Source: an optimization exercise on an open RTL-to-GDS flow (aim: small area and a short achievable clock period). Production flows keep margins and buffers that such runs may drop.
At most, simulation tests tie the RTL to the original design; equivalence was not proved.
The RTL of runs 1 to 5 was laid out without a check of its function.

## flow/design.v

```verilog
module finv_pipe #(
   parameter int LATENCY = 2
) (
   input  logic        clk,
   input  logic        rst,
   input  logic        valid_in,
   input  logic [31:0] x,
   output logic        valid_out,
   output logic [31:0] y,
   output logic        ovf
);
   if (LATENCY != 2) begin : g_latency_check
      $error("finv_pipe: only LATENCY=2 is implemented");
   end
   localparam int ND = 12;    
   localparam int W  = 25;    
   localparam int KA = 3;     
   localparam int LB = 12;    
   function automatic logic [3:0] qsel_f(input logic [6:0] s, input logic [6:0] c,
                                         input logic [2:0] d3);
      logic signed [6:0] n, m2, m1, m0, mm1;
      logic ge2, ge1, ge0, gem1;
      n = $signed(s + c);
      m1 = d3[2] ? 7'sd6 : 7'sd4;
      m0 = d3[2] ? -7'sd8 : -7'sd5;
      case (d3)
         3'd0: begin m2 = 7'sd12; mm1 = -7'sd13; end
         3'd1: begin m2 = 7'sd14; mm1 = -7'sd15; end
         3'd2: begin m2 = 7'sd15; mm1 = -7'sd16; end
         3'd3: begin m2 = 7'sd16; mm1 = -7'sd18; end
         3'd4: begin m2 = 7'sd18; mm1 = -7'sd20; end
         3'd5: begin m2 = 7'sd20; mm1 = -7'sd20; end
         3'd6: begin m2 = 7'sd22; mm1 = -7'sd22; end
         default: begin m2 = 7'sd24; mm1 = -7'sd24; end
      endcase
      ge2  = (n >= m2);
      ge1  = (n >= m1);
      ge0  = (n >= m0);
      gem1 = (n >= mm1);
      qsel_f = {ge1, ~ge0, ge2 | ~gem1, (ge1 & ~ge2) | (gem1 & ~ge0)};
   endfunction
   logic        s_a;
   logic [7:0]  e_a;
   logic [22:0] f_a;
   logic [22:0] mf_a;      
   logic        nan_a, inf_a, zro_a;
   logic [7:0]  eb_a;      
   assign s_a = x[31];
   assign e_a = x[30:23];
   assign f_a = x[22:0];
   always_comb begin
      nan_a = (e_a == 8'hFF) && (f_a != 23'h0);
      zro_a = ((e_a == 8'hFF) && (f_a == 23'h0)) || (e_a == 8'hFE);
      inf_a = (e_a == 8'h00) && (f_a[22:21] == 2'b00);
      if (e_a != 8'h00) begin
         mf_a = f_a;
         eb_a = 8'd253 - e_a;
      end else if (f_a[22]) begin
         mf_a = {f_a[21:0], 1'b0};
         eb_a = 8'd253;
      end else begin
         mf_a = {f_a[20:0], 2'b00};
         eb_a = 8'd254;
      end
   end
   localparam logic [191:0] Q2TBL = 192'h000000000249249249249249db6db6db6db6d6db6db68000;
   localparam logic [1535:0] Q3TBL = 1536'h000000000000000000249249249249249249249249249249249249249249249249492492db6db6db6db6db6db6db6db6db6db6db6dadb6db6db6db6db6db6db6db6db6d000000000000000000000000000000000249249249249249249249249db6db6db6db6db6db6db6db6db6dadb6db6db6db6db6db6db6db6da00000000000000000049249249249249249249252492492db6db6db6d6db6db6db6db6db6d00000000000000004924924924924a492db6db6db6dadb6db6db6db40000000;
   localparam logic [12287:0] Q4TBL = 12288'h000000000000000000000000000000000000249249249249249249249249249249249249249249249249249249249249249249249249249249249249249249249249249249249249db6db6db6db6db6db6db6db6db6db6db6db6db6db6db6db6db6db6db6db6db6db6db6db6db6db6db6db6b6db6db6db6db6db6db6db6db6db6db6db6db6db6db6db6db6db6db6db6db6db6db6db6db6db6db6db6db6db6d000000000000000000000000000000000000000000000000000000000000000000000000000000249249249249249249249249249249249249249249249249249249249249249249249249249249249249249249492492492492492492492492492492492492492492db6db6db6db6db6db6db6db6db6db6db6db6db6b6db6db6db6db6db6db6db6db6db6db6db6db6db6db6db6db6db6db6db6db6db6db6db6db6d000000000000000000000000000000000000000000000000000000000000000000000000009249249249249249249249249249249249249249249249249249249249249249249249249252492492492492492492492492492492492492492492492492492492492492db6db6db6db6db6db6dadb6db6db6db6db6db6db6db6db6db6db6db6db6db6db6db6db6db6db6db40000000000000000000000000000000000000000000000000000000000000000000000249249249249249249249249249249249249249249249249249249249249249249249249492492db6db6db6db6db6db6db6db6db6db6db6db6db6db6db6db6db6db6b6db6db6db6db6db6db6db6db6db6db6db6db6db6db6db6db6db6db6d000000000000000000000000000000000000000000000000000000000000000000009249249249249249249249249249249249249249249249249249249252492492492492492492492492492db6db6db6db6db6db6db6db6db6db6b6db6db6db6db6db6db6db6db6db6db6db6db6db6db6db6db6db6d000000000000000000000000000000000000000000000000000000000000000249249249249249249249249249249249249249249249db6db6db6db6db6db6db6db6db6db6db6db6db6db6db6db6db6db6db6db6db5b6db6db6db6db6db6db6db6db6db6db6db6db6db6db6db6db6db6db40a00000000000000000000000000000000000001249249249249249249249249249249249249249249249249249292492492492492492db6db6db6db6db6db6db6db6db6db6db5b6db6db6db6db6db6db6db6db6db6db6db6db6db6db6db6db6db6800000000000000000000000000000000000000924924924924924924924924924924924924924924924a492492492492492492492492492492492492492db6db6db6dadb6db6db6db6db6db6db6db6db6db6db6db6db6db6da0000000000000000000000000000000000004924924924924924924924924924924924924924924a492492492db6db6db6db6db6db6db6db6db6db6db6dadb6db6db6db6db6db6db6db6db6db6db6db6db6db4000000000000000000000000000000000124924924924924924924924924924924924924924a492492492492492492492db6db6db6db6db6dadb6db6db6db6db6db6db6db6db6db6db6db6da00000000000000000000000000000000049249249249249249249249249249249249292492492492492db6db6db6db6db6db6db6d6db6db6db6db6db6db6db6db6db6db6db68000000000000000000000000000000009249249249249249249249249249249249252492492492492db6db6db6db6db5b6db6db6db6db6db6db6db6db6db6db6da0000000000000000000000000000000924924924924924924924924924924924a492492492492db6db6db6db6db6db6d6db6db6db6db6db6db6db6db68000000000000000000000000000000249249249249249249249249252492492db6db6db6db6db6db6db6db6dadb6db6db6db6db6db6db6db40000000000000000000000000000009249249249249249249249249492492492db6db6db6db6db6db6b6db6db6db6db6db6db6db6d000000000000000000000000000009249249249249249249249252db6db6db6db6db6db6db6b6db6db6db6db6db6db6db6d000000000000000;
   logic [KA+1:2][2:0] qa;
   assign qa[2] = Q2TBL[3 * mf_a[22:17] +: 3];
   assign qa[3] = Q3TBL[3 * mf_a[22:14] +: 3];
   assign qa[4] = Q4TBL[3 * mf_a[22:11] +: 3];
   logic         v1, s1, nan1, zro1, inf1;
   logic [7:0]   eb1;
   logic [22:0]  mf1;
   logic [KA+1:2][2:0] qa1;
   always_ff @(posedge clk) begin
      if (rst) v1 <= 1'b0;
      else     v1 <= valid_in;
      s1   <= s_a;
      nan1 <= nan_a;
      zro1 <= zro_a;
      inf1 <= inf_a;
      eb1  <= eb_a;
      mf1  <= mf_a;
      qa1  <= qa;
   end
   logic         s2, nan2, zro2, inf2;
   logic [7:0]   eb2;
   logic [22:0]  mf2;
   logic [W-1:0] ws2;
   logic [W-1:0] wc2;
   logic [LB:2]  qn2, qt2, qo2;
   logic [W-1:0] dm2;
   assign dm2 = {2'b01, mf2};
   logic [W-1:0] dm;
   logic [ND:0][W-1:0] ws, wc;
   logic [ND:0]  qn, q2, q1;    
   assign dm    = {2'b01, mf1};
   assign ws[1] = ~(mf1[22] ? dm : (dm << 1));
   assign wc[1] = W'(1) + (W'(1) << 24);
   for (genvar j = 2; j <= ND; j++) begin : g_row
      logic [3:0]   q;
      logic [W-1:0] s_in, c_in, m, s4, c4, op;
      logic [2:0]   d3;
      if (j == LB + 1) begin : g_c2
         assign s_in = ws2;
         assign c_in = wc2;
      end else begin : g_c1
         assign s_in = ws[j-1];
         assign c_in = wc[j-1];
      end
      assign m  = (j <= LB) ? dm : dm2;
      assign d3 = (j <= LB) ? mf1[22:20] : mf2[22:20];
      if (j <= KA + 1) begin : g_qa
         assign q = {~qa1[j][2] & (qa1[j][1] | qa1[j][0]), qa1[j]};
      end else begin : g_qs
         assign q = qsel_f(s_in[W-1:W-7], c_in[W-1:W-7], d3);
      end
      assign qn[j] = q[2];
      assign q2[j] = q[1];
      assign q1[j] = q[0];
      assign s4 = s_in << 2;
      assign c4 = c_in << 2;
      assign op = ((q[1] ? (m << 1) : '0) | (q[0] ? m : '0)) ^ {W{q[3]}};
      assign ws[j][1:0] = op[1:0];
      assign wc[j][0]   = q[3];
      assign wc[j][2:1] = 2'b00;
      for (genvar i = 2; i < W; i++) begin : g_b
         if (j == 2 || i == 3 || i == 4 || i == W - 1) begin : g_l
            if (i < W - 1) begin : g_c
               assign {wc[j][i+1], ws[j][i]} = 2'(s4[i]) + 2'(c4[i]) + 2'(op[i]);
            end else begin : g_t
               assign ws[j][i] = s4[i] ^ c4[i] ^ op[i];
            end
         end else begin : g_f
            finv_fa u_f (.a(s4[i]), .b(c4[i]), .c(op[i]), .s(ws[j][i]), .co(wc[j][i+1]));
         end
      end
   end
   always_ff @(posedge clk) begin
      if (rst) valid_out <= 1'b0;
      else     valid_out <= v1;
      s2   <= s1;
      nan2 <= nan1;
      zro2 <= zro1;
      inf2 <= inf1;
      eb2  <= eb1;
      mf2  <= mf1;
      ws2  <= ws[LB];
      wc2  <= {wc[LB][W-1:3], 2'b00, wc[LB][0]};
      qn2  <= qn[LB:2];
      qt2  <= q2[LB:2];
      qo2  <= q1[LB:2];
   end
   logic [W+1:0] mx, tp, tm;
   logic         up, dn;
   assign mx = {4'b0001, mf2};
   logic [W-1:0] fs, fc;
   if (LB == ND) begin : g_fr
      assign fs = ws2;
      assign fc = wc2;
   end else begin : g_fw
      assign fs = ws[ND];
      assign fc = wc[ND];
   end
   assign tp = {fs, 2'b00} + {fc, 2'b00} - mx;
   assign tm = {fs, 2'b00} + {fc, 2'b00} + mx;
   assign up = ~tp[W+1];
   assign dn = tm[W+1];
   logic [23:0] pv, nv, sq;
   always_comb begin
      pv = '0;
      nv = '0;
      pv[23:22] = {~mf2[22], mf2[22]};
      for (int j = 2; j <= ND; j++) begin
         if (j <= LB) begin
            pv[2*(ND-j) +: 2] = {qt2[j] & ~qn2[j], qo2[j] & ~qn2[j]};
            nv[2*(ND-j) +: 2] = {qt2[j] & qn2[j], qo2[j] & qn2[j]};
         end else begin
            pv[2*(ND-j) +: 2] = {q2[j] & ~qn[j], q1[j] & ~qn[j]};
            nv[2*(ND-j) +: 2] = {q2[j] & qn[j], q1[j] & qn[j]};
         end
      end
   end
   logic [23:0] sq0, sq1;
   assign sq0 = pv + ~nv;
   assign sq1 = pv + ~nv + 24'd1;
   function automatic logic [32:0] pack(input logic [23:0] sq, input logic b0,
                                        input logic s, input logic nan, input logic inf,
                                        input logic zro, input logic [7:0] eb,
                                        input logic [22:0] mf);
      logic cy, of, uf;
      cy = sq[23];
      of = (eb == 8'd254) && cy;
      uf = (eb == 8'd0) && !cy;
      if (nan)
         pack = {1'b0, s, 8'hFF, 1'b1, mf[21:0]};
      else if (inf || (!zro && of))
         pack = {1'b1, s, 8'hFF, 23'h0};
      else if (!zro && !uf)
         pack = {1'b0, s, cy ? eb + 8'd1 : eb, sq[21:0], b0};
      else
         pack = 33'h0;
   endfunction
   logic [32:0] r0, r1;
   assign r0 = pack(sq0, 1'b1, s2, nan2, inf2, zro2, eb2, mf2);
   assign r1 = pack(sq1, up, s2, nan2, inf2, zro2, eb2, mf2);
   assign {ovf, y} = dn ? r0 : r1;
endmodule
module finv_fa (
   input  logic a,
   input  logic b,
   input  logic c,
   output logic s,
   output logic co
);
   assign s  = a ^ b ^ c;
   assign co = (a & b) | (a & c) | (b & c);
endmodule
```

## flow/flow/run.sh

```bash
#!/bin/bash
set -euo pipefail
bash standard.sh "BUFFER_PORTS_ARGS=-buffer_cell sky130_fd_sc_hd__buf_2" SETUP_SLACK_MARGIN=92 finish > make.log 2>&1
```

## flow/standard.sh

```bash
#!/bin/bash
# synth_recipe.tcl (not shown) runs the flow's synth.tcl, then flattens the netlist and writes it again
# the make line also repeats each setting of config.mk as NAME=value (left out here)
make -C /OpenROAD-flow-scripts/flow DESIGN_CONFIG=/design/flow/config.mk WORK_HOME=/design/flow/orfs CLKGATE_MAP_FILE= SYNTH_SCRIPT=/design/flow/synth_recipe.tcl "${@:-finish}"
```

## flow/config.mk

```make
export PLATFORM = sky130hd
export DESIGN_NAME = finv_pipe
export DESIGN_NICKNAME = finv_pipe
export VERILOG_FILES = /design/flow/design.v
export SDC_FILE = /design/flow/constraint.sdc
export NUM_CORES = 4
export LEC_CHECK = 0
export ABC_AREA = 1
export CAP_MARGIN = 20
export CORE_MARGIN = 2
export CORE_UTILIZATION = 40
export CTS_BUF_LIST = sky130_fd_sc_hd__clkbuf_4 sky130_fd_sc_hd__clkbuf_8
export SLEW_MARGIN = 20
export SYNTH_HIERARCHICAL = 1
export SYNTH_MINIMUM_KEEP_SIZE = 0
```

## flow/constraint.sdc

```tcl
create_clock -name core_clock -period 125.0 [get_ports {clk}]
set_input_delay 25.0000 -clock core_clock [delete_from_list [all_inputs] [get_ports {clk}]]
set_output_delay 25.0000 -clock core_clock [all_outputs]
set_load 0.01 [all_outputs]
```

==> impl_metrics.tcl, run 1 <==
set metrics [dict create \
    finalWorstSetupSlack_ps 92590 \
    cts_tree "yes" \
    rows 88 \
    overflow 0 \
    die-area_sq_um 60440 \
    syn_inst 3026 \
    path_class "flip-flop to output pin" \
    ys_seq_area_share_pct 13.86 \
    grt_max_degree 37 \
    syn_nets 3519 \
    cp_slowest_stage_delay_ps 470 \
    antenna_found_initial 2 \
    hold_buffers 0 \
    slowest_stage "nor2_1" \
    core_area_sq_um 57810 \
    setup-tns-final_ps 0 \
    syn_avg_cell_area_sq_um 7.731 \
    nets 3572 \
    ant_nets 0 \
    numCtsBuffers 17 \
    hpwlAfterDp_microns 64530 \
    worst-path-max-fanout 17 \
    via_count 22290 \
    fill_cells 5799 \
    clock_latency_ps 580 \
    drive_above_1_share_pct 10.90 \
    synth-edff-count 0 \
    ios 69 \
    use_met3_pct 3.798 \
    use_met1_pct 37.42 \
    worst_pin_slew_ps 964.6 \
    yosys_register_bits 162 \
    critPathLaunch "qo2[12]" \
    first_iter_violations 2196 \
    first_pass_iters 6 \
    worst_clock_skew_ps 25.51 \
    finalMaxSlewViolations 0 \
    fin_crit_sh_pct 25.93 \
    r2r_end "ws2[15]" \
    fmax_mhz 30.85 \
    rsz0062_at_grt "no" \
    wirelength_microns 86200 \
    die_w_microns 245.8 \
    die_y_microns 245.8 \
    syn_area_sq_um 23390 \
    grt.busiest_layer "met2" \
    min_from "eb1[7]" \
    cap_violations 0 \
    startpoint_type "flip-flop" \
    regToRegSetupSlack_ps 93970 \
    mostFrequentLayoutCells "501 x nand2_1, 311 x inv_1, 300 x xor2_1" \
    grt.total_usage_pct 27.86 \
    async_flop_share_pct 0 \
    worst-r2r-cell-count 150 \
    synth.distinct_cells 65 \
    syn_to_final_growth_pct 9.857 \
    crit_required_ps 100000 \
    relSlewSlack_pct 34.85 \
    final_common_cell "nand2_1" \
    drc 0 \
    finalWeightedCongestion 0.9616 \
    hold_slack_ps 328.2 \
    diodes 0 \
    root_buffer "clkbuf_8" \
    worst_hold_path_type "flip-flop to flip-flop" \
    fin_crit_ps 32410 \
    finalSetupViolCount 0 \
    clock_sinks 162 \
    synth_flop_cell "dfxtp_1" \
    finalHoldViolCount 0 \
    port-buffer-count 68 \
    routed_via_density 5.778 \
    ys.warnings.count 7 \
    status "finished clean" \
    reg2reg_from "qa1[0]" \
    grt.met2_usage_pct 45.49 \
    initial_utilization_pct 40.47 \
    crit_path_end_kind "output pin" \
    wl_per_cell_microns 22.35 \
    crit_end "y[11]" \
    arrival_ps 7410 \
    htreeDepth 4 \
    pre_cts_slack_ps 89840 \
    clk_pin_slew_worst_paths_ps 110 \
    grt_pass1_wl_microns 128900 \
    clockBufferDepth 2 \
    grt_pass1_vias 21410 \
]
Yosys stat by module, one instance, submodules excluded:
module / times used / cells inside
finv_pipe: 1 / 2827
finv_fa: 199 / 1
worst min-delay path by stage:
stage,endpoint,depth (start not counted)
2_1_floorplan,eb2[0],0
3_3_place_gp,s2,0
3_5_place_dp,nan2,0
4_1_cts,eb2[7],0
5_1_grt,eb2[4],0
6_report,eb2[7],0
critical path: cells and delay by family (launching register included):
| family | cells | cell delay (ps) |
|---|---|---|
| compound gates | 11 | 1910 |
| flops | 1 | 420 |
| mux | 2 | 680 |
| buf+inv | 8 | 1420 |
| simple gates | 14 | 2370 |
state kept, by name (all words and copies together) (netlist names), 8 cells and up:
signal / count
mf2: 23
ws2: 25
eb2: 8
wc2: 23
qa1: 9
qt2: 11
qn2: 11
qo2: 11
eb1: 8
mf1: 23
timing repair:
action	in CTS	in global routing
hold endpoints to repair	0	0
gates cloned	4	21
buffers inserted	1	42
gates resized for setup	25	64
pin swaps	0	5
setup endpoints to repair	71	77
metal layers:
metal,part of all wire (%),vias up
li1,-,10350
met1,43,10820
met2,46,918
met3,6.4,190
met4,4.1,0
met5,0,-
final cells by class:
type	instances	area, sq um	share of cell area [%]
Clock inverter	14	165.2	0.6426
Inverter	358	1476	5.745
Multi-Input combinational cell	2367	18500	72.00
Timing Repair inverter	22	110.1	0.4284
Sequential cell	162	3256	12.67
Tap cell	765	957.2	3.724
Timing Repair Buffer	151	984.7	3.831
Clock buffer	18	247.7	0.9639
cells in the mapped netlist, types with 4 or more instances:
| cell type | count | share of area [%] |
|---|---|---|
| nand3b_1 | 13 | 0.42 |
| nand3_1 | 116 | 2.5 |
| ha_1 | 251 | 13 |
| or2_2 | 7 | 0.19 |
| inv_1 | 331 | 5.3 |
| o31ai_1 | 4 | 0.13 |
| a31oi_1 | 22 | 0.59 |
| buf_1 | 19 | 0.30 |
| xnor2_1 | 23 | 0.86 |
| nand3_2 | 7 | 0.30 |
| o21ai_0 | 162 | 3.5 |
| a211oi_1 | 11 | 0.35 |
| a22oi_1 | 7 | 0.22 |
| nor2_1 | 155 | 2.5 |
| o21ai_1 | 4 | 0.086 |
| o22ai_1 | 204 | 5.5 |
| dfxtp_1 | 162 | 14 |
| nand4_1 | 22 | 0.59 |
| o2111ai_1 | 10 | 0.37 |
| fa_1 | 207 | 18 |
| o311ai_0 | 8 | 0.30 |
| nor3_1 | 28 | 0.60 |
| a221oi_1 | 12 | 0.45 |
| a21o_1 | 8 | 0.26 |
| o221ai_1 | 32 | 1.2 |
| nand2_2 | 23 | 0.62 |
| o31ai_2 | 4 | 0.21 |
| a21oi_1 | 139 | 3.0 |
| clkbuf_1 | 112 | 1.8 |
| nand2_1 | 507 | 8.1 |
| o21bai_1 | 6 | 0.19 |
| xor2_1 | 306 | 11 |
| nor4_1 | 7 | 0.19 |
| a31o_2 | 4 | 0.15 |
| o211ai_1 | 14 | 0.45 |
| buf_2 | 6 | 0.13 |
| o21a_1 | 7 | 0.22 |
| inv_2 | 17 | 0.27 |
| clkinv_1 | 9 | 0.14 |
stage by stage:
step	util (%)	std cells	instance area [sq um]
floorplan	-	3026	23390
global placement	42.27	3755	24440
detailed placement	42.29	3757	24450
CTS	43.22	3794	24980
global route	44.46	3857	25700
finish	44.46	3857	25700
cells by family (layout without fill, tap and decap cells):
group,after synthesis,count (layout),synth area share [%]
simple gates,896,898,16.43
flops,162,162,13.86
xor+xnor,329,329,12.32
mux,3,3,0.1284
fa+ha+maj,460,460,31.22
compound gates,676,677,17.87
buf+inv,500,563,8.172
==> run 2, diff against run 1 <==
==> flow/flow/run.sh (replaced) <==
#!/bin/bash
set -euo pipefail
bash standard.sh "BUFFER_PORTS_ARGS=-buffer_cell sky130_fd_sc_hd__buf_2" SETUP_SLACK_MARGIN=90 finish > make.log 2>&1
--- a/flow/config.mk
+++ b/flow/config.mk
@@ -11,3 +11,2 @@
 export CORE_UTILIZATION = 40
-export CTS_BUF_LIST = sky130_fd_sc_hd__clkbuf_4 sky130_fd_sc_hd__clkbuf_8
 export SLEW_MARGIN = 20
==> impl_metrics.tcl, run 2 <==
set metrics [dict create \
    die_w_microns 245.8 \
    hold_buffers 0 \
    die_y_microns 245.8 \
    numCtsBuffers 17 \
    syn_nets 3519 \
    grt.busiest_layer "met2" \
    worst-path-max-fanout 17 \
    syn_inst 3026 \
    die-area_sq_um 60440 \
    grt.met2_usage_pct 45.55 \
    crit_path_end_kind "output pin" \
    wl_per_cell_microns 22.14 \
    relSlewSlack_pct 30.08 \
    yosys_register_bits 162 \
    overflow 0 \
    routed_via_density 5.772 \
    arrival_ps 8450 \
    startpoint_type "flip-flop" \
    min_delay_worst_endpoint "eb2[7]" \
    async_flop_share_pct 0 \
    grt_max_degree 37 \
    slowest_stage "a21oi_1" \
    regToRegSetupSlack_ps 92570 \
    final_common_cell "nand2_1" \
    antenna_found_initial 2 \
    grt_pass1_wl_microns 128500 \
    use_met3_pct 3.678 \
    cap_violations 0 \
    dpl-instance-area_sq_um 24450 \
    mostFrequentLayoutCells "507 x nand2_1, 318 x inv_1, 305 x xor2_1" \
    r2r_end "ws2[16]" \
    ys_seq_area_share_pct 13.86 \
    ant_nets 0 \
    fin_crit_ps 33450 \
    reg2reg_from "mf1[14]" \
    path_class "flip-flop to output pin" \
    finalWeightedCongestion 0.9616 \
    via_count 22000 \
    wirelength_microns 84380 \
    min_from "eb1[7]" \
    largest_register_ffs 25 \
    clock_sinks 162 \
    clock_latency_ps 490 \
    core_area_sq_um 57810 \
    drive_above_1_share_pct 8.566 \
    ios 69 \
    fin_crit_sh_pct 26.76 \
    cp_top_family "compound AO/OA/AOI/OAI gates" \
    synth-edff-count 0 \
    clockBufferDepth 2 \
    setup-tns-final_ps 0 \
    syn_to_final_growth_pct 8.370 \
    crit_required_ps 100000 \
    diodes 0 \
    largest-register "ws2" \
    synth_top_area_share_pct 17.71 \
    utilization_pct 43.86 \
    worst-r2r-cell-count 154 \
    yosys.area.top_type "fa_1" \
    yosys-top-cells-area "fa_1 18%, dfxtp_1 14%, ha_1 13%" \
    fill_cells 5824 \
    finalHoldViolCount 0 \
    synth_most_common_cell "nand2_1" \
    worst_clock_skew_ps 13.78 \
    grt.total_usage_pct 27.74 \
    worst_pin_slew_ps 1038 \
    cpMostUsedCell "nand2_1" \
    cts_tree "yes" \
    hold_path_depth 0 \
    synth.distinct_cells 65 \
    use_met1_pct 37.39 \
    nets 3527 \
    fmax_mhz 29.89 \
    rows 88 \
    finalMaxSlewViolations 0 \
    htreeDepth 4 \
    rsz0062_at_grt "no" \
    initial_utilization_pct 40.47 \
    first_pass_iters 8 \
    syn_avg_cell_area_sq_um 7.731 \
    drc 0 \
    yosys-top-cells-count "507 x nand2_1, 331 x inv_1, 306 x xor2_1" \
    hpwlAfterDp_microns 64530 \
    grt_pass1_vias 21360 \
    clk_pin_slew_worst_paths_ps 80 \
    stdcell_area_sq_um 25350 \
    ys.warnings.count 7 \
    status "finished clean" \
    synth_flop_cell "dfxtp_1" \
    cp_slowest_stage_delay_ps 810 \
    root_buffer "clkbuf_16" \
    cp_num_buf_inv 4 \
    syn_area_sq_um 23390 \
    worst_hold_path_type "flip-flop to flip-flop" \
    first_iter_violations 2041 \
    finalSetupViolCount 0 \
    port-buffer-count 68 \
]
-- run 2: repair_timing --
item | in CTS | in global routing
gates resized for setup | 0 | 44
pin swaps | 0 | 0
gates cloned | 1 | 12
setup endpoints to repair | 40 | 51
setup buffers | 0 | 10
-- run 2: Yosys stat by module, one instance, submodules excluded --
module	copies in the design	area, sq um	cells inside
finv_fa	199	20.02	1
finv_pipe	1	19410	2827
-- run 2: kinds of logic (layout without fill, tap and decap cells) --
family,Yosys count,in the layout,share of synthesized area (%)
adders and majority gates,460,460,31.22
DFF,162,162,13.86
and+or+nand+nor,896,896,16.43
buffers and inverters,500,520,8.172
AOI/OAI and AO/OA,676,677,17.87
xor gates and xnor gates,329,329,12.32
muxes,3,3,0.1284
-- run 2: worst register-to-register path: cells and delay by family (launching register included) --
| kind | cells | cell delay, ps |
|---|---|---|
| DFF | 1 | 390 |
| adders and majority gates | 33 | 12530 |
| xor gates and xnor gates | 15 | 3410 |
| and+or+nand+nor | 49 | 5890 |
| buffers and inverters | 19 | 3520 |
| AOI/OAI and AO/OA | 38 | 6540 |
-- run 2: through the flow --
| stage | hold WS, ps | setup slack (ps) | cells |
|---|---|---|---|
| after detailed placement | 312.1 | 89840 | 3757 |
| final | 324.2 | 91550 | 3812 |
| after global placement | 311.2 | 90680 | 3755 |
| after CTS | 323.5 | 90150 | 3790 |
| after global routing | 333.0 | 89930 | 3812 |
| after floorplan | 309.6 | 94570 | 3026 |
-- run 2: cell type report --
class | instances | area (sq um) | area share [%]
clock buffer | 18 | 439.2 | 1.732
clock inverter | 14 | 165.2 | 0.6514
inverter | 358 | 1434 | 5.656
multi-input combinational | 2365 | 18330 | 72.30
sequential | 162 | 3249 | 12.82
tap | 765 | 957.2 | 3.775
timing repair buffer | 118 | 718.2 | 2.833
timing repair inverter | 12 | 60.06 | 0.2369
-- run 2: how the worst max path moves through the flow --
stage                     endpoint  startpoint  depth (start not counted)
after CTS                   ws2[8]     mf1[22]                        150
after floorplan              y[14]      ws2[0]                         34
after global placement     ws2[16]     mf1[22]                        155
final                        y[14]     qo2[12]                         28
after global routing       ws2[16]      qa1[1]                        163
after detailed placement   ws2[18]     mf1[22]                        154
-- run 2: routing by layer --
metal | part of all wire [%] | vias to the layer above
li1 | - | 10250
met1 | 44 | 10770
met2 | 46 | 834
met3 | 6.3 | 151
met4 | 3.8 | 0
met5 | 0 | -
==> run 3, diff against run 2 <==
==> flow/flow/run.sh (replaced) <==
#!/bin/bash
set -euo pipefail
bash standard.sh "BUFFER_PORTS_ARGS=-buffer_cell sky130_fd_sc_hd__buf_2" SETUP_SLACK_MARGIN=93 finish > make.log 2>&1
==> impl_metrics.tcl, run 3 <==
set metrics [dict create \
    routed_via_density 5.790 \
    yosys.area_share.simple_pct 16.43 \
    finalMaxSlewViolations 0 \
    via_count 22550 \
    wirelength_microns 87170 \
    setup-tns-final_ps 0 \
    clockBufferDepth 2 \
    worst_pin_slew_ps 961.3 \
    htreeDepth 4 \
    antenna_found_initial 2 \
    finalWeightedCongestion 0.9616 \
    ys.warnings.count 7 \
    status "finished clean" \
    ant_nets 0 \
    worst-path-max-fanout 17 \
    mostFrequentLayoutCells "495 x nand2_1, 310 x inv_1, 298 x xor2_1" \
    relSlewSlack_pct 35.08 \
    fmax_mhz 31.82 \
    first_pass_iters 7 \
    finalWorstSetupSlack_ps 93570 \
    first_iter_violations 2169 \
    hpwlAfterDp_microns 64530 \
    syn_to_final_growth_pct 12.99 \
    syn_area_sq_um 23390 \
    synthAdderAreaFrac_pct 31.22 \
    synth.distinct_cells 65 \
    root_buffer "clkbuf_16" \
    crit_required_ps 100000 \
    yosys-top-cells-area "fa_1 18%, dfxtp_1 14%, ha_1 13%" \
    cap_violations 0 \
    worst_clock_skew_ps 15.38 \
    synth_flop_cell "dfxtp_1" \
    muxShareOfSynthArea_pct 0.1284 \
    finalHoldViolCount 0 \
    port-buffer-count 68 \
    clock_sinks 162 \
    rows 88 \
    yosys_register_bits 162 \
    fin_crit_sh_pct 25.14 \
    synth_top_family_by_area "adder cells" \
    pre_cts_slack_ps 89840 \
    clk_pin_slew_worst_paths_ps 80 \
    syn_inst 3026 \
    seqCellArea_sq_um 3264 \
    drive_above_1_share_pct 12.88 \
    cp_top_family "simple AND/OR/NAND/NOR gates" \
    diodes 0 \
    synth-compound-area-share_pct 17.87 \
    startpoint_type "flip-flop" \
    clock_latency_ps 490 \
    fill_cells 5730 \
    ys_seq_area_share_pct 13.86 \
    syn_avg_cell_area_sq_um 7.731 \
    final_common_cell "nand2_1" \
    numCtsBuffers 17 \
    die-area_sq_um 60440 \
    finalSetupViolCount 0 \
    core_area_sq_um 57810 \
    syn_nets 3519 \
    synth_xor_area_share_pct 12.32 \
    synth_most_common_cell "nand2_1" \
    worst_hold_path_type "flip-flop to flip-flop" \
    die_w_microns 245.8 \
    synth_top_area_share_pct 17.71 \
    path_class "flip-flop to output pin" \
    arrival_ps 6430 \
    cp_num_buf_inv 9 \
    yosys-top-cells-count "507 x nand2_1, 331 x inv_1, 306 x xor2_1" \
    async_flop_share_pct 0 \
    grt_pass1_wl_microns 130600 \
    grt.total_usage_pct 28.22 \
    die_y_microns 245.8 \
    crit_path_end_kind "output pin" \
    grt_max_degree 37 \
    overflow 0 \
    cts_tree "yes" \
    rsz0062_at_grt "no" \
    cp_slowest_stage_delay_ps 410 \
    drc 0 \
    wl_per_cell_microns 22.39 \
    multiInputGateArea_sq_um 18720 \
    grt_pass1_vias 21600 \
    synth-edff-count 0 \
    fin_crit_ps 31430 \
    largest_register_ffs 25 \
    nets 3609 \
    ios 69 \
    largest-register "ws2" \
    initial_utilization_pct 40.47 \
    slowest_stage "dfxtp_1" \
    yosys.area.top_type "fa_1" \
]
==> run 3: cell count changes in the layout (fill, tap and decap cells not counted), sizes merged <==
| cell | change |
|---|---|
| buf | +66 |
| bufinv | +1 |
| clkbuf | +1 |
| clkinv | +3 |
| clkinvlp | +14 |
| inv | -6 |
| nand2 | +3 |
==> run 3: metal layers <==
metal	vias up	track usage [%]	share of wire [%]
li1	10420	-	-
met1	10970	38.06	43
met2	972	45.83	46
met3	183	3.732	7.0
met4	0	10.64	4.3
met5	-	0	0
==> run 3: kinds of logic (layout without fill, tap and decap cells) <==
logic type               after synthesis  after routing
AND/OR/NAND/NOR                      896            899
AO/OA/AOI/OAI                        676            677
buffers and inverters                500            599
adder cells (fa/ha/maj)              460            460
XOR/XNOR                             329            329
flip-flops                           162            162
multiplexers                           3              3
==> run 3: repair_timing <==
item / 4_1_cts / 5_1_grt
cloned: 15 / 14
setup endpoints to repair: 83 / 83
pin swaps: 1 / 31
hold buffers: 0 / 0
buffers inserted: 13 / 63
resized for setup: 54 / 92
==> run 3: area by class of cell <==
class | count | share of cell area [%]
repair buffers | 185 | 4.809
well taps | 765 | 3.621
flip-flops and latches | 162 | 12.35
clock inverters | 14 | 0.6248
repair inverters | 24 | 0.4733
clock buffers | 18 | 1.661
inverters | 358 | 5.637
multi-input cells | 2368 | 70.82
==> run 3: path summary, 6_finish.rpt <==
path         slack (ps)  depth (start not counted)     from       to
max               93570                         37  qo2[12]    y[13]
min                 320                          0   eb1[7]   eb2[7]
max reg2reg       94800                        145  mf1[11]  ws2[22]
min reg2reg         320                          0   eb1[7]   eb2[7]
==> run 3: Yosys stat by module (local to each module, per instance) <==
module     copies in the design  flip-flops and latches  area (sq um)
finv_fa                     199                       0         20.02
finv_pipe                     1                     162         19410
==> run 3: through the flow <==
stage	hold slack (ps)	util, %	instance area [sq um]	instances
after floorplan	309.6	-	23390	3026
after global placement	311.2	42.27	24440	3755
final	322.6	45.73	26430	3894
after detailed placement	312.1	42.29	24450	3757
after CTS	323.5	44.06	25470	3817
after global routing	333.0	45.73	26430	3894
==> run 3: worst register-to-register path: cells and delay by family, from the launching register on <==
| family | cells | cell delay [ps] |
|---|---|---|
| buffers and inverters | 21 | 2930 |
| adders and majority gates | 30 | 12170 |
| xor gates and xnor gates | 14 | 3050 |
| and+or+nand+nor | 39 | 4080 |
| AOI/OAI and AO/OA | 41 | 7340 |
| DFF | 1 | 510 |
==> run 4, diff against run 3 <==
==> flow/flow/run.sh (replaced) <==
#!/bin/bash
set -euo pipefail
bash standard.sh "BUFFER_PORTS_ARGS=-buffer_cell sky130_fd_sc_hd__buf_2" SETUP_SLACK_MARGIN=94 finish > make.log 2>&1
==> impl_metrics.tcl, run 4 <==
set metrics [dict create \
    syn_avg_cell_area_sq_um 7.731 \
    grt_pass1_wl_microns 132400 \
    finalSetupViolCount 0 \
    overflow 0 \
    pre_cts_slack_ps 89840 \
    cp_top_family "simple AND/OR/NAND/NOR gates" \
    arrival_ps 5780 \
    cap_violations 0 \
    seqCellArea_sq_um 3286 \
    grt_max_degree 36 \
    grt_pass1_vias 22080 \
    worst-path-max-fanout 4 \
    yosys-top-cells-area "fa_1 18%, dfxtp_1 14%, ha_1 13%" \
    htreeDepth 4 \
    clock_latency_ps 490 \
    finalMaxSlewViolations 0 \
    hpwlAfterDp_microns 64530 \
    ys_seq_area_share_pct 13.86 \
    status "finished clean" \
    die-area_sq_um 60440 \
    numCtsBuffers 17 \
    worst_hold_path_type "flip-flop to flip-flop" \
    largest_register_ffs 25 \
    synth-edff-count 0 \
    cp_num_buf_inv 8 \
    r2r_end "ws2[16]" \
    finalWeightedCongestion 0.9616 \
    port-buffer-count 68 \
    syn_nets 3519 \
    grt.total_usage_pct 28.61 \
    first_pass_iters 6 \
    synth_flop_cell "dfxtp_1" \
    fill_cells 5636 \
    utilization_pct 47.56 \
    clk_pin_slew_worst_paths_ps 70 \
    wirelength_microns 89160 \
    clockBufferDepth 2 \
    finalWorstSetupSlack_ps 94220 \
    routed_via_density 5.815 \
    relSlewSlack_pct 36.74 \
    final_common_cell "nand2_1" \
    cts_tree "yes" \
    drc 0 \
    clock_sinks 162 \
    fin_crit_sh_pct 24.62 \
    core_area_sq_um 57810 \
    cp_slowest_stage_delay_ps 340 \
    hold_slack_ps 324.9 \
    ant_nets 0 \
    multiInputGateArea_sq_um 19340 \
    die_w_microns 245.8 \
    startpoint_type "flip-flop" \
    synth_top_area_share_pct 17.71 \
    ios 69 \
    layout.cells.non_filler 3937 \
    rsz0062_at_grt "yes" \
    finalHoldViolCount 0 \
    wl_per_cell_microns 22.65 \
    dpl-instance-area_sq_um 24450 \
    min_from "eb1[7]" \
    yosys_register_bits 162 \
    path_class "flip-flop to output pin" \
    hold_buffers 0 \
    worst_clock_skew_ps 16.91 \
    yosys.area.top_type "fa_1" \
    drive_above_1_share_pct 16.87 \
    syn_inst 3026 \
    antenna_found_initial 1 \
    regToRegSetupSlack_ps 95430 \
    syn_area_sq_um 23390 \
    initial_utilization_pct 40.47 \
    mostFrequentLayoutCells "488 x nand2_1, 300 x inv_1, 288 x xor2_1" \
    async_flop_share_pct 0 \
    worst-r2r-cell-count 149 \
    fin_crit_ps 30780 \
    slowest_stage "ha_1" \
    syn_to_final_growth_pct 17.53 \
    rows 88 \
    min_delay_worst_endpoint "eb2[7]" \
    diodes 0 \
    hold_path_depth 0 \
    stdcell_area_sq_um 27500 \
    synth_most_common_cell "nand2_1" \
    nets 3652 \
    reg2reg_from "qa1[1]" \
    synth.distinct_cells 65 \
    worst_pin_slew_ps 947.9 \
    setup-tns-final_ps 0 \
    yosys-top-cells-count "507 x nand2_1, 331 x inv_1, 306 x xor2_1" \
    first_iter_violations 2179 \
    via_count 22890 \
    dp_cells 3757 \
    fmax_mhz 32.49 \
    largest-register "ws2" \
    crit_path_end_kind "output pin" \
    ys.warnings.count 7 \
    crit_required_ps 100000 \
    root_buffer "clkbuf_16" \
    die_y_microns 245.8 \
]
==> run 4: cell counts after synthesis <==
Identical to the previous run, type by type.
==> run 4: per-module statistics from Yosys, one instance, submodules excluded <==
module / flops+latches / cells / area (sq um)
finv_pipe: 162 / 2827 / 19410
finv_fa: 0 / 1 / 20.02
==> run 4: how the worst max path moves through the flow <==
| stage | startpoint | to | slack, ps | cells past startpoint |
|---|---|---|---|---|
| after detailed placement | mf1[22] | ws2[18] | 89840 | 154 |
| after global placement | mf1[22] | ws2[16] | 90680 | 155 |
| after floorplan | ws2[0] | y[14] | 94570 | 34 |
| after CTS | qo2[12] | y[12] | 94010 | 28 |
| final | wc2[0] | y[11] | 94220 | 35 |
| after global routing | qa1[1] | ws2[16] | 93720 | 157 |
==> run 4: cells by family after synthesis <==
| group | Yosys count | share of synthesized area, % |
|---|---|---|
| flip-flops | 162 | 13.86 |
| AO/OA/AOI/OAI | 676 | 17.87 |
| AND/OR/NAND/NOR | 896 | 16.43 |
| multiplexers | 3 | 0.1284 |
| adder cells (fa/ha/maj) | 460 | 31.22 |
| buffers and inverters | 500 | 8.172 |
| XOR/XNOR | 329 | 12.32 |
==> run 4: timing repair <==
| action | 4_1_cts | 5_1_grt |
|---|---|---|
| resized for setup | 127 | 168 |
| pin swaps | 20 | 83 |
| setup buffers | 40 | 79 |
| setup endpoints to repair | 84 | 84 |
| gates cloned | 20 | 9 |
==> run 4: cell type report <==
type / count / area share [%]
inverter: 358 / 5.538
sequential: 162 / 11.95
timing repair buffer: 228 / 6.061
timing repair inverter: 23 / 0.4323
tap: 765 / 3.481
clock inverter: 14 / 0.6007
multi-input combinational: 2369 / 70.34
clock buffer: 18 / 1.597
==> run 4: metal layers <==
| layer | vias to the layer above | wire (microns) | part of all wire [%] | GRT usage, % |
|---|---|---|---|---|
| met5 | - | 0 | 0 | 0 |
| met1 | 11180 | 37980 | 43 | 37.99 |
| met3 | 224 | 6029 | 6.8 | 3.863 |
| met2 | 978 | 41070 | 46 | 46.94 |
| met4 | 0 | 4076 | 4.6 | 11.23 |
| li1 | 10510 | - | - | - |
==> run 5, diff against run 4 <==
--- a/flow/design.v
+++ b/flow/design.v
@@ -185,26 +185,22 @@
    end
-   logic [23:0] sq0, sq1;
-   assign sq0 = pv + ~nv;
-   assign sq1 = pv + ~nv + 24'd1;
-   function automatic logic [32:0] pack(input logic [23:0] sq, input logic b0,
-                                        input logic s, input logic nan, input logic inf,
-                                        input logic zro, input logic [7:0] eb,
-                                        input logic [22:0] mf);
-      logic cy, of, uf;
-      cy = sq[23];
-      of = (eb == 8'd254) && cy;
-      uf = (eb == 8'd0) && !cy;
-      if (nan)
-         pack = {1'b0, s, 8'hFF, 1'b1, mf[21:0]};
-      else if (inf || (!zro && of))
-         pack = {1'b1, s, 8'hFF, 23'h0};
-      else if (!zro && !uf)
-         pack = {1'b0, s, cy ? eb + 8'd1 : eb, sq[21:0], b0};
-      else
-         pack = 33'h0;
-   endfunction
-   logic [32:0] r0, r1;
-   assign r0 = pack(sq0, 1'b1, s2, nan2, inf2, zro2, eb2, mf2);
-   assign r1 = pack(sq1, up, s2, nan2, inf2, zro2, eb2, mf2);
-   assign {ovf, y} = dn ? r0 : r1;
+   logic [21:0] sq0, sq1;
+   logic [22:0] fr;
+   logic        cy, of, uf;
+   assign sq0 = pv[21:0] + ~nv[21:0];
+   assign sq1 = pv[21:0] + ~nv[21:0] + 22'd1;
+   assign fr  = dn ? {sq0, 1'b1} : {sq1, up};
+   assign cy  = (mf2 == 23'h0);
+   assign of  = (eb2 == 8'd254) && cy;
+   assign uf  = (eb2 == 8'd0) && !cy;
+   always_comb begin
+      y   = 32'h0;
+      ovf = 1'b0;
+      if (nan2)
+         y = {s2, 8'hFF, 1'b1, mf2[21:0]};
+      else if (inf2 || (!zro2 && of)) begin
+         y   = {s2, 8'hFF, 23'h0};
+         ovf = 1'b1;
+      end else if (!zro2 && !uf)
+         y = {s2, cy ? eb2 + 8'd1 : eb2, fr};
+   end
 endmodule
==> flow/flow/run.sh (replaced) <==
#!/bin/bash
set -euo pipefail
bash standard.sh "BUFFER_PORTS_ARGS=-buffer_cell sky130_fd_sc_hd__buf_2" SETUP_SLACK_MARGIN=92 finish > make.log 2>&1
==> impl_metrics.tcl, run 5 <==
set metrics [dict create \
    use_met1_pct 34.98 \
    synth_most_common_cell "nand2_1" \
    crit_required_ps 100000 \
    htreeDepth 4 \
    syn_to_final_growth_pct 11.01 \
    rows 88 \
    path_class "flip-flop to output pin" \
    seqCellArea_sq_um 3262 \
    port-buffer-count 68 \
    yosys-top-cells-count "481 x nand2_1, 311 x inv_1, 296 x xor2_1" \
    final_common_cell "nand2_1" \
    fill_cells 5681 \
    use_met3_pct 4.706 \
    syn_area_sq_um 23420 \
    syn_avg_cell_area_sq_um 7.837 \
    wirelength_microns 83320 \
    largest_register_ffs 25 \
    die_y_microns 246.0 \
    syn_inst 2989 \
    clock_latency_ps 470 \
    fin_crit_sh_pct 25.86 \
    overflow 0 \
    grt.total_usage_pct 26.78 \
    worst_pin_slew_ps 1056 \
    multiInputGateArea_sq_um 18690 \
    yosys.area_share.simple_pct 17.64 \
    cts_tree "yes" \
    synth_top_family_by_area "adder cells" \
    clk_pin_slew_worst_paths_ps 60 \
    first_iter_violations 2006 \
    cp_slowest_stage_delay_ps 370 \
    die-area_sq_um 60510 \
    worst_hold_path_type "flip-flop to flip-flop" \
    syn_nets 3482 \
    routed_via_density 5.707 \
    via_count 21850 \
    slowest_stage "ha_2" \
    finalMaxSlewViolations 0 \
    yosys-top-cells-area "fa_1 18%, dfxtp_1 14%, ha_1 13%" \
    synthAdderAreaFrac_pct 31.14 \
    synth_flop_cell "dfxtp_1" \
    relSlewSlack_pct 29.49 \
    ys_seq_area_share_pct 13.84 \
    initial_utilization_pct 40.52 \
    setup-tns-final_ps 0 \
    yosys_register_bits 162 \
    finalSetupViolCount 0 \
    muxShareOfSynthArea_pct 0.08546 \
    largest-register "ws2" \
    synth_top_area_share_pct 17.69 \
    status "finished clean" \
    synth_xor_area_share_pct 12.07 \
    mostFrequentLayoutCells "475 x nand2_1, 296 x inv_1, 290 x xor2_1" \
    die_w_microns 246.0 \
    fmax_mhz 30.94 \
    synth.distinct_cells 74 \
    worst_clock_skew_ps 20.90 \
    core_area_sq_um 57810 \
    worst-path-max-fanout 6 \
    grt_max_degree 45 \
    arrival_ps 7320 \
    grt_pass1_vias 21220 \
    grt.met2_usage_pct 43.14 \
    synth-edff-count 0 \
    finalHoldViolCount 0 \
    hold_slack_ps 327.9 \
    antenna_found_initial 3 \
    nets 3543 \
    fin_crit_ps 32320 \
    cpMostUsedCell "inv_1" \
    rsz0062_at_grt "yes" \
    finalWeightedCongestion 0.9585 \
    ant_nets 0 \
    cap_violations 0 \
    diodes 0 \
    numCtsBuffers 17 \
    ios 69 \
    yosys.area.top_type "fa_1" \
    synth-compound-area-share_pct 17.08 \
    hpwlAfterDp_microns 61610 \
    wl_per_cell_microns 21.77 \
    startpoint_type "flip-flop" \
    drc 0 \
    grt_pass1_wl_microns 124600 \
    async_flop_share_pct 0 \
    first_pass_iters 5 \
    drive_above_1_share_pct 12.34 \
    clockBufferDepth 2 \
    grt.busiest_layer "met2" \
    root_buffer "clkbuf_16" \
    hold_buffers 0 \
    ys.warnings.count 7 \
    clock_sinks 162 \
    crit_path_end_kind "output pin" \
]
## run 5: modules after synthesis (local to each module, per instance)
module / flops+latches / area [sq um]
finv_pipe: 162 / 19440
finv_fa: 0 / 20.02
## run 5: through the flow
| stage | util (%) | setup WS (ps) | cells | area [sq um] |
|---|---|---|---|---|
| floorplan | - | 94060 | 2989 | 23430 |
| global placement | 42.27 | 90050 | 3735 | 24430 |
| detailed placement | 42.27 | 89080 | 3735 | 24430 |
| CTS | 43.64 | 92050 | 3774 | 25230 |
| global route | 44.98 | 91860 | 3828 | 26000 |
| finish | 44.98 | 92680 | 3828 | 26000 |
## run 5: layout make-up
type                            count  share of cell area [%]
Tap cell                          765                   3.681
Sequential cell                   162                   12.54
Inverter                          351                   5.658
Timing Repair inverter             13                  0.2502
Clock inverter                     14                  0.7362
Timing Repair Buffer              143                   3.599
Clock buffer                       18                   1.650
Multi-Input combinational cell   2362                   71.88
## run 5: path summary, 6_finish.rpt
kind | start | endpoint | slack [ps] | cells past startpoint
max reg2reg | mf1[22] | ws2[20] | 93810 | 147
max | ws2[4] | y[22] | 92680 | 48
min | eb1[4] | eb2[4] | 330 | 0
min reg2reg | eb1[4] | eb2[4] | 330 | 0
## run 5: logic make-up (layout without fill, tap and decap cells)
group	Yosys count	after routing
AOI/OAI and AO/OA	649	651
xor gates and xnor gates	322	322
adders and majority gates	459	459
buffers and inverters	470	539
DFF	162	162
muxes	2	2
and+or+nand+nor	925	928
## run 5: critical path, delay by kind of cell, from the launching register on
family	cells	cell delay (ps)
simple gates	24	2890
compound gates	9	1630
buf+inv	11	1000
fa+ha+maj	2	710
xor+xnor	2	320
flops	1	300
## run 5: timing repair
action / in CTS / in global routing
resized for setup: 42 / 81
pin swaps: 1 / 17
setup buffers: 0 / 43
gates cloned: 7 / 11
setup endpoints to repair: 52 / 56
## run 5: routing by layer
metal	vias to the layer above	part of all wire, %
met3	191	6.8
met4	0	5.0
met2	926	45
li1	10220	-
met1	10510	43
met5	-	0
==> run 6, diff against run 5 <==
--- a/flow/design.v
+++ b/flow/design.v
@@ -190,3 +190,3 @@
    assign sq1 = pv[21:0] + ~nv[21:0] + 22'd1;
-   assign fr  = dn ? {sq0, 1'b1} : {sq1, up};
+   finv_fmux u_fmux (.a({sq0, 1'b1}), .b({sq1, up}), .s(dn), .y(fr));
    assign cy  = (mf2 == 23'h0);
@@ -216 +216,9 @@
 endmodule
+module finv_fmux (
+   input  logic [22:0] a,
+   input  logic [22:0] b,
+   input  logic        s,
+   output logic [22:0] y
+);
+   assign y = s ? a : b;
+endmodule
==> impl_metrics.tcl, run 6 <==
set metrics [dict create \
    worst_pin_slew_ps 1036 \
    grt_pass1_wl_microns 125900 \
    fin_crit_sh_pct 24.90 \
    startpoint_type "flip-flop" \
    synth.distinct_cells 64 \
    hold_buffers 0 \
    muxShareOfSynthArea_pct 0.04273 \
    multiInputGateArea_sq_um 18510 \
    routed.top_layer "met4" \
    first_iter_violations 2007 \
    hpwlAfterDp_microns 64680 \
    yosys-top-cells-area "fa_1 18%, dfxtp_1 14%, ha_1 13%" \
    finalWeightedCongestion 0.9574 \
    synth-edff-count 0 \
    via_count 22120 \
    die-area_sq_um 60510 \
    wl_per_cell_microns 22.10 \
    arrival_ps 6130 \
    fill_cells 5703 \
    yosys.area.top_type "fa_1" \
    wirelength_microns 85120 \
    syn_inst 3032 \
    syn_avg_cell_area_sq_um 7.726 \
    met2_length_microns 39510 \
    initial_utilization_pct 40.52 \
    overflow 0 \
    yosys.area_share.simple_pct 17.05 \
    largest_register_ffs 25 \
    numCtsBuffers 17 \
    grt.total_usage_pct 27.31 \
    final_common_cell "nand2_1" \
    drive_above_1_share_pct 10.82 \
    worst-r2r-cell-count 155 \
    largest-register "ws2" \
    relSlewSlack_pct 30.83 \
    core_area_sq_um 57810 \
    die_w_microns 246.0 \
    mostFrequentLayoutCells "492 x nand2_1, 305 x xor2_1, 300 x inv_1" \
    synth_top_area_share_pct 17.69 \
    met1_length_microns 35620 \
    hold_slack_ps 329.0 \
    worst-path-max-fanout 24 \
    syn_to_final_growth_pct 10.65 \
    nets 3566 \
    grt_max_degree 42 \
    cp_slowest_stage_delay_ps 410 \
    synth_most_common_cell "nand2_1" \
    synthAdderAreaFrac_pct 31.14 \
    crit_required_ps 100000 \
    yosys_register_bits 162 \
    syn_area_sq_um 23420 \
    clockBufferDepth 2 \
    ios 69 \
    status "finished clean" \
    routed_via_density 5.744 \
    clock_latency_ps 490 \
    synth-compound-area-share_pct 16.94 \
    finalWorstSetupSlack_ps 93870 \
    finalMaxSlewViolations 0 \
    diodes 0 \
    worst_clock_skew_ps 15.33 \
    slowest_stage "o21ai_0" \
    syn_nets 3525 \
    crit_path_end_kind "output pin" \
    rsz0062_at_grt "no" \
    hold_path_depth 0 \
    seqCellArea_sq_um 3257 \
    port-buffer-count 68 \
    path_class "flip-flop to output pin" \
    ys.warnings.count 7 \
    die_y_microns 246.0 \
    root_buffer "clkbuf_16" \
    finalHoldViolCount 0 \
    antenna_found_initial 1 \
    ys_seq_area_share_pct 13.84 \
    clk_pin_slew_worst_paths_ps 70 \
    cts_tree "yes" \
    pre_cts_slack_ps 89920 \
    wl_met3_microns 5938 \
    synth_flop_cell "dfxtp_1" \
    cpMostUsedCell "nand2_1" \
    drc 0 \
    synth_xor_area_share_pct 12.78 \
    async_flop_share_pct 0 \
    clock_sinks 162 \
    fmax_mhz 32.13 \
    ant_nets 0 \
    finalSetupViolCount 0 \
    utilization_pct 44.84 \
    grt_pass1_vias 21700 \
    fin_crit_ps 31130 \
    yosys-top-cells-count "501 x nand2_1, 324 x inv_1, 308 x xor2_1" \
    rows 88 \
    setup-tns-final_ps 0 \
    cap_violations 0 \
    worst_hold_path_type "flip-flop to flip-flop" \
    synth_top_family_by_area "adder cells" \
    first_pass_iters 6 \
    htreeDepth 4 \
]
[run 6: per-stage QoR]
step           cell area (sq um)  instances
2_1_floorplan              23430       3032
4_1_cts                    25190       3796
3_5_place_dp               24410       3751
6_report                   25920       3851
3_3_place_gp               24410       3751
5_1_grt                    25920       3851
[run 6: cell families after synthesis]
| logic type | count (synthesis) |
|---|---|
| adders and majority gates | 459 |
| muxes | 1 |
| DFF | 162 |
| other | 1 |
| AOI/OAI and AO/OA | 647 |
| and+or+nand+nor | 924 |
| buffers and inverters | 497 |
| xor gates and xnor gates | 341 |
[run 6: area by class of cell]
cell class | count | share of cell area (%)
multi-input combinational | 2375 | 71.40
sequential | 162 | 12.57
inverter | 349 | 5.860
tap | 765 | 3.693
timing repair buffer | 142 | 3.635
clock buffer | 18 | 1.656
clock inverter | 14 | 0.6613
timing repair inverter | 26 | 0.5310
[run 6: timing repair]
| action | 4_1_cts | 5_1_grt |
|---|---|---|
| cloned | 8 | 21 |
| gates resized for setup | 28 | 76 |
| pin swaps | 0 | 6 |
| setup buffers | 5 | 34 |
| endpoints found under the hold margin | 0 | 0 |
| endpoints found under the setup margin | 51 | 51 |
[run 6: layer usage]
layer,vias up,GRT usage [%]
met4,0,12.25
met3,210,4.793
met5,-,0
li1,10300,-
met2,942,45.24
met1,10670,34.62
[run 6: path summary, 6_finish.rpt]
check / to / start / slack [ps]
setup / recovery: y[10] / ws2[4] / 93870
hold / removal: eb2[2] / eb1[2] / 330
hold reg to reg: eb2[2] / eb1[2] / 330
setup reg to reg: ws2[23] / mf1[12] / 93920
[run 6: critical path, delay by kind of cell, from the launching register on]
kind | cells | cell delay, ps
AOI/OAI and AO/OA | 8 | 1770
and+or+nand+nor | 15 | 1620
buffers and inverters | 4 | 810
adders and majority gates | 2 | 680
xor gates and xnor gates | 2 | 460
DFF | 1 | 300
[run 6: Yosys stat by module, one instance, submodules excluded]
module     cell area [sq um]  flops+latches  cells inside  copies in the design
finv_fa                20.02              0             1                   199
finv_fmux              300.3              0            74                     1
finv_pipe              19140            162          2759                     1
==> run 7, diff against run 6 <==
--- a/flow/config.mk
+++ b/flow/config.mk
@@ -11,2 +11,3 @@
 export CORE_UTILIZATION = 40
+export CTS_BUF_LIST = sky130_fd_sc_hd__clkbuf_8
 export SLEW_MARGIN = 20
==> impl_metrics.tcl, run 7 <==
set metrics [dict create \
    status "finished clean" \
    yosys-top-cells-count "501 x nand2_1, 324 x inv_1, 308 x xor2_1" \
    synth_top_area_share_pct 17.69 \
    final_common_cell "nand2_1" \
    nets 3566 \
    htreeDepth 4 \
    worst-path-max-fanout 24 \
    cts_tree "yes" \
    fmax_mhz 32.13 \
    rows 88 \
    async_flop_share_pct 0 \
    arrival_ps 6120 \
    crit_path_end_kind "output pin" \
    synth.distinct_cells 64 \
    finalWeightedCongestion 0.9574 \
    die_y_microns 246.0 \
    slowest_stage "o21ai_0" \
    cpMostUsedCell "nand2_1" \
    crit_required_ps 100000 \
    wl_per_cell_microns 22.08 \
    ys.warnings.count 7 \
    grt.busiest_layer "met2" \
    root_buffer "clkbuf_8" \
    use_met1_pct 34.27 \
    relSlewSlack_pct 30.51 \
    largest_register_ffs 25 \
    yosys-top-cells-area "fa_1 18%, dfxtp_1 14%, ha_1 13%" \
    core_area_sq_um 57810 \
    finalHoldViolCount 0 \
    synth-edff-count 0 \
    syn_inst 3032 \
    grt_pass1_vias 21710 \
    clockBufferDepth 2 \
    synth_most_common_cell "nand2_1" \
    overflow 0 \
    first_iter_violations 1811 \
    via_count 22130 \
    yosys.area.top_type "fa_1" \
    grt_max_degree 42 \
    syn_avg_cell_area_sq_um 7.726 \
    hold_slack_ps 335.6 \
    ant_nets 0 \
    wirelength_microns 85040 \
    largest-register "ws2" \
    worst_pin_slew_ps 1038 \
    startpoint_type "flip-flop" \
    ys_seq_area_share_pct 13.84 \
    worst_hold_path_type "flip-flop to flip-flop" \
    drive_above_1_share_pct 10.79 \
    numCtsBuffers 17 \
    fin_crit_sh_pct 24.90 \
    cp_slowest_stage_delay_ps 380 \
    diodes 0 \
    yosys_register_bits 162 \
    routed_via_density 5.746 \
    finalSetupViolCount 0 \
    syn_nets 3525 \
    initial_utilization_pct 40.52 \
    synth_flop_cell "dfxtp_1" \
    grt.met2_usage_pct 45.09 \
    worst_clock_skew_ps 18.29 \
    syn_area_sq_um 23420 \
    die_w_microns 246.0 \
    clock_latency_ps 570 \
    finalMaxSlewViolations 0 \
    cp_top_family "compound AO/OA/AOI/OAI gates" \
    setup-tns-final_ps 0 \
    hpwlAfterDp_microns 64680 \
    cp_num_buf_inv 4 \
    antenna_found_initial 1 \
    first_pass_iters 5 \
    clock_sinks 162 \
    syn_to_final_growth_pct 9.716 \
    grt.total_usage_pct 27.25 \
    rsz0062_at_grt "no" \
    mostFrequentLayoutCells "492 x nand2_1, 305 x xor2_1, 301 x inv_1" \
    clk_pin_slew_worst_paths_ps 100 \
    ios 69 \
    drc 0 \
    port-buffer-count 68 \
    cap_violations 0 \
    use_met3_pct 5.359 \
    die-area_sq_um 60510 \
    fin_crit_ps 31120 \
    grt_pass1_wl_microns 125600 \
    path_class "flip-flop to output pin" \
]
## run 7: cell families (layout without fill, tap and decap cells)
group | count (synthesis) | count (layout) | share of synthesized area (%)
simple gates | 924 | 926 | 17.05
compound gates | 647 | 647 | 16.94
buf+inv | 497 | 549 | 8.183
fa+ha+maj | 459 | 459 | 31.14
xor+xnor | 341 | 341 | 12.78
flops | 162 | 162 | 13.84
other cells | 1 | 1 | 0.01601
mux | 1 | 1 | 0.04273
## run 7: layout make-up
class	count	area (sq um)
Tap cell	765	957.2
Clock buffer	17	234.0
Inverter	349	1519
Timing Repair inverter	26	137.6
Timing Repair Buffer	142	924.6
Sequential cell	162	3257
Multi-Input combinational cell	2375	18500
Fill cell	5721	32100
Clock inverter	15	175.2
## run 7: per-module statistics from Yosys, one instance, submodules excluded
module | cell area [sq um] | flops+latches | times used
finv_pipe | 19140 | 162 | 1
finv_fa | 20.02 | 0 | 199
finv_fmux | 300.3 | 0 | 1
## run 7: path summary, 6_finish.rpt
kind	startpoint	end	slack, ps	cells after the start
setup / recovery	ws2[4]	y[22]	93880	31
hold / removal	eb1[5]	eb2[5]	340	0
setup reg to reg	mf1[12]	ws2[13]	93970	156
hold reg to reg	eb1[5]	eb2[5]	340	0
## run 7: worst reg2reg max path, delay by kind of cell (launching register included)
kind                     cells  cell delay, ps
AO/OA/AOI/OAI               42            6940
AND/OR/NAND/NOR             46            5470
flip-flops                   1             580
buffers and inverters       27            4220
adder cells (fa/ha/maj)     25           10500
XOR/XNOR                    16            3240
## run 7: through the flow
step / util, % / area, sq um / cells / worst slack (ps)
2_1_floorplan: - / 23430 / 3032 / 95720
3_3_place_gp: 42.23 / 24410 / 3751 / 90750
3_5_place_dp: 42.23 / 24410 / 3751 / 89920
4_1_cts: 43.25 / 25000 / 3796 / 92060
5_1_grt: 44.46 / 25700 / 3851 / 91920
6_report: 44.46 / 25700 / 3851 / 93880
## run 7: what timing repair did
action                     CTS  global route
cloned                       8            20
pin swaps                    0             7
hold buffers                 0             0
resized for setup           28            74
setup endpoints to repair   51            51
setup buffers                5            35
## run 7: layer usage
metal / part of all wire, % / wire length (microns)
met5: 0 / 0
met4: 4.9 / 4192
met3: 7.6 / 6486
met2: 46 / 39300
met1: 41 / 35060
==> run 8, diff against run 7 <==
--- a/flow/config.mk
+++ b/flow/config.mk
@@ -7,3 +7,3 @@
 export LEC_CHECK = 0
-export ABC_AREA = 1
+export ABC_AREA = 0
 export CAP_MARGIN = 20
==> impl_metrics.tcl, run 8 <==
set metrics [dict create \
    status "finished clean" \
    relSlewSlack_pct 23.90 \
    drc 0 \
    worst_pin_slew_ps 1140 \
    antenna_found_initial 2 \
    synth.distinct_cells 87 \
    startpoint_type "flip-flop" \
    clk_pin_slew_worst_paths_ps 100 \
    ys.warnings.count 7 \
    worst-r2r-cell-count 128 \
    first_iter_violations 2556 \
    synth_top_area_share_pct 15.76 \
    synth-edff-count 0 \
    cap_violations 0 \
    async_flop_share_pct 0 \
    port-buffer-count 68 \
    finalMaxSlewViolations 0 \
    wirelength_microns 90870 \
    initial_utilization_pct 40.21 \
    final_common_cell "nand2_1" \
    clockBufferDepth 2 \
    worst_hold_path_type "flip-flop to flip-flop" \
    first_pass_iters 10 \
    syn_avg_cell_area_sq_um 8.434 \
    overflow 0 \
    fin_crit_ps 31860 \
    yosys-top-cells-area "fa_1 16%, dfxtp_1 12%, ha_1 12%" \
    syn_nets 3611 \
    die-area_sq_um 67810 \
    yosys.area.top_type "fa_1" \
    fmax_mhz 31.38 \
    syn_inst 3118 \
    ys_seq_area_share_pct 12.33 \
    drive_above_1_share_pct 11.96 \
    clock_sinks 162 \
    finalHoldViolCount 0 \
    wl_per_cell_microns 23.06 \
    synth_most_common_cell "nand2_1" \
    largest_register_ffs 25 \
    ios 69 \
    hold_path_depth 0 \
    nets 3556 \
    worst-path-max-fanout 23 \
    setup-tns-final_ps 0 \
    yosys_register_bits 162 \
    crit_required_ps 100000 \
    syn_area_sq_um 26300 \
    die_w_microns 260.4 \
    grt_max_degree 56 \
    ant_nets 0 \
    fin_crit_sh_pct 25.49 \
    numCtsBuffers 17 \
    yosys-top-cells-count "274 x nand2_1, 273 x xnor2_1, 251 x ha_1" \
    hold_slack_ps 328.8 \
    layout.cells.non_filler 3940 \
    htreeDepth 4 \
    synth_flop_cell "dfxtp_1" \
    via_count 24800 \
    grt.total_usage_pct 25.91 \
    dp_cells 3848 \
    finalWeightedCongestion 0.9452 \
    path_class "flip-flop to output pin" \
    root_buffer "clkbuf_8" \
    clock_latency_ps 550 \
]
==> run 8: cell count changes after synthesis, sizes merged, moves of 146 or more <==
cell	previous run	this run
a22oi	0	146
inv	341	110
nand2	526	274
o22ai	223	6
xnor2	32	273
xor2	309	54
==> run 8: kinds of logic after synthesis <==
| logic type | Yosys count | share of synthesized area, % |
|---|---|---|
| compound gates | 999 | 27.46 |
| simple gates | 700 | 12.53 |
| fa+ha+maj | 462 | 27.85 |
| buf+inv | 385 | 5.681 |
| xor+xnor | 327 | 10.89 |
| flops | 162 | 12.33 |
| mux | 82 | 3.240 |
| other cells | 1 | 0.01426 |
==> run 8: Yosys stat by module, one instance, submodules excluded <==
module     flops+latches  cells inside
finv_pipe            162          2894
finv_fa                0             1
finv_fmux              0            25
==> run 8: worst paths after layout <==
check,from,endpoint,slack [ps]
setup / recovery,ws2[3],y[22],93140
hold / removal,eb1[2],eb2[2],330
setup reg to reg,qa1[2],ws2[14],93640
hold reg to reg,eb1[2],eb2[2],330
==> run 8: cell type report <==
type | instances | area, sq um | area share, %
clock buffers | 18 | 247.7 | 0.8612
clock inverters | 14 | 121.4 | 0.4219
inverters | 114 | 469.2 | 1.631
multi-input cells | 2586 | 22330 | 77.64
flip-flops and latches | 162 | 3252 | 11.30
well taps | 864 | 1081 | 3.758
repair buffers | 182 | 1261 | 4.384
==> run 8: metrics by stage <==
stage	worst slack, ps	util [%]	instance area, sq um
2_1_floorplan	92640	-	26300
3_3_place_gp	87840	41.72	27280
3_5_place_dp	86860	41.74	27290
4_1_cts	92020	43.07	28160
5_1_grt	91890	43.99	28770
6_report	93140	43.99	28770
==> run 8: what timing repair did <==
item | CTS | global route
resized for setup | 56 | 72
buffers inserted | 15 | 29
setup endpoints to repair | 51 | 51
gates cloned | 9 | 7
pin swaps | 11 | 17
==> run 8: metal layers <==
| metal | track usage (%) | routed length [microns] | share of wire (%) | up-vias |
|---|---|---|---|---|
| met2 | 42.87 | 42340 | 47 | 1129 |
| li1 | - | - | - | 11310 |
| met5 | 0 | 8 | 0.0088 | - |
| met3 | 3.924 | 6465 | 7.1 | 243 |
| met4 | 9.349 | 3327 | 3.7 | 2 |
| met1 | 34.20 | 38740 | 43 | 12110 |
==> run 8: critical path, stage by stage, from the launching register on <==
cell and delay, ps:
dfxtp_1 320, ha_1 330, a41o_1 270, a21oi_1 230, o21bai_1 100, a21oi_1 250
o21bai_1 100, a21oi_1 240, o21bai_1 100, a21oi_1 310, o21ai_0 230, o41a_1 390
a21oi_1 270, nor2b_1 90, o21a_1 230, nor2_1 130, xnor2_1 260, ha_1 340
o21bai_1 170, a21oi_1 420, o311ai_0 260, xnor2_2 170, buf_4 330, mux2_2 420
a31o_2 210, buf_2 150

==> what the ideal ports hide <==
The results above use ideal ports. As a check the final layouts listed here were re-extracted and re-timed, cells and wires unchanged.
Step 1 assumes that a clkbuf_16 drives the clock port and a buf_2 every other input.
Step 2, shift: input delay + t, output delay - t, t = (earliest + latest rising clock arrival at the registers) / 2. This alone moves slack from input paths to output paths.
Slacks: ideal / step 1 / step 2; pairs: ideal / step 1.
run	shift t [ns]	slack for setup (ns)	worst hold slack (ns)	latest minus earliest clock arrival (ns)	cell pins on the clock port's net
run 1	0.621	92.589 / 92.532 / 93.153	0.328 / 0.328 / 0.328	0.025 / 0.026	1
run 2	0.540	91.547 / 91.488 / 92.028	0.324 / 0.324 / 0.324	0.014 / 0.013	1
run 3	0.546	93.570 / 93.506 / 94.051	0.323 / 0.323 / 0.323	0.017 / 0.017	1
run 4	0.538	94.222 / 94.164 / 94.702	0.325 / 0.325 / 0.325	0.017 / 0.017	1
run 5	0.522	92.681 / 92.623 / 93.146	0.328 / 0.328 / 0.328	0.021 / 0.021	1
run 6	0.542	93.873 / 93.814 / 93.924	0.329 / 0.329 / 0.329	0.016 / 0.015	1
run 7	0.611	93.877 / 93.826 / 93.970	0.336 / 0.336 / 0.336	0.019 / 0.019	1
run 8	0.583	93.136 / 93.085 / 93.641	0.329 / 0.329 / 0.329	0.034 / 0.034	1
After both steps every run listed still meets setup and hold.
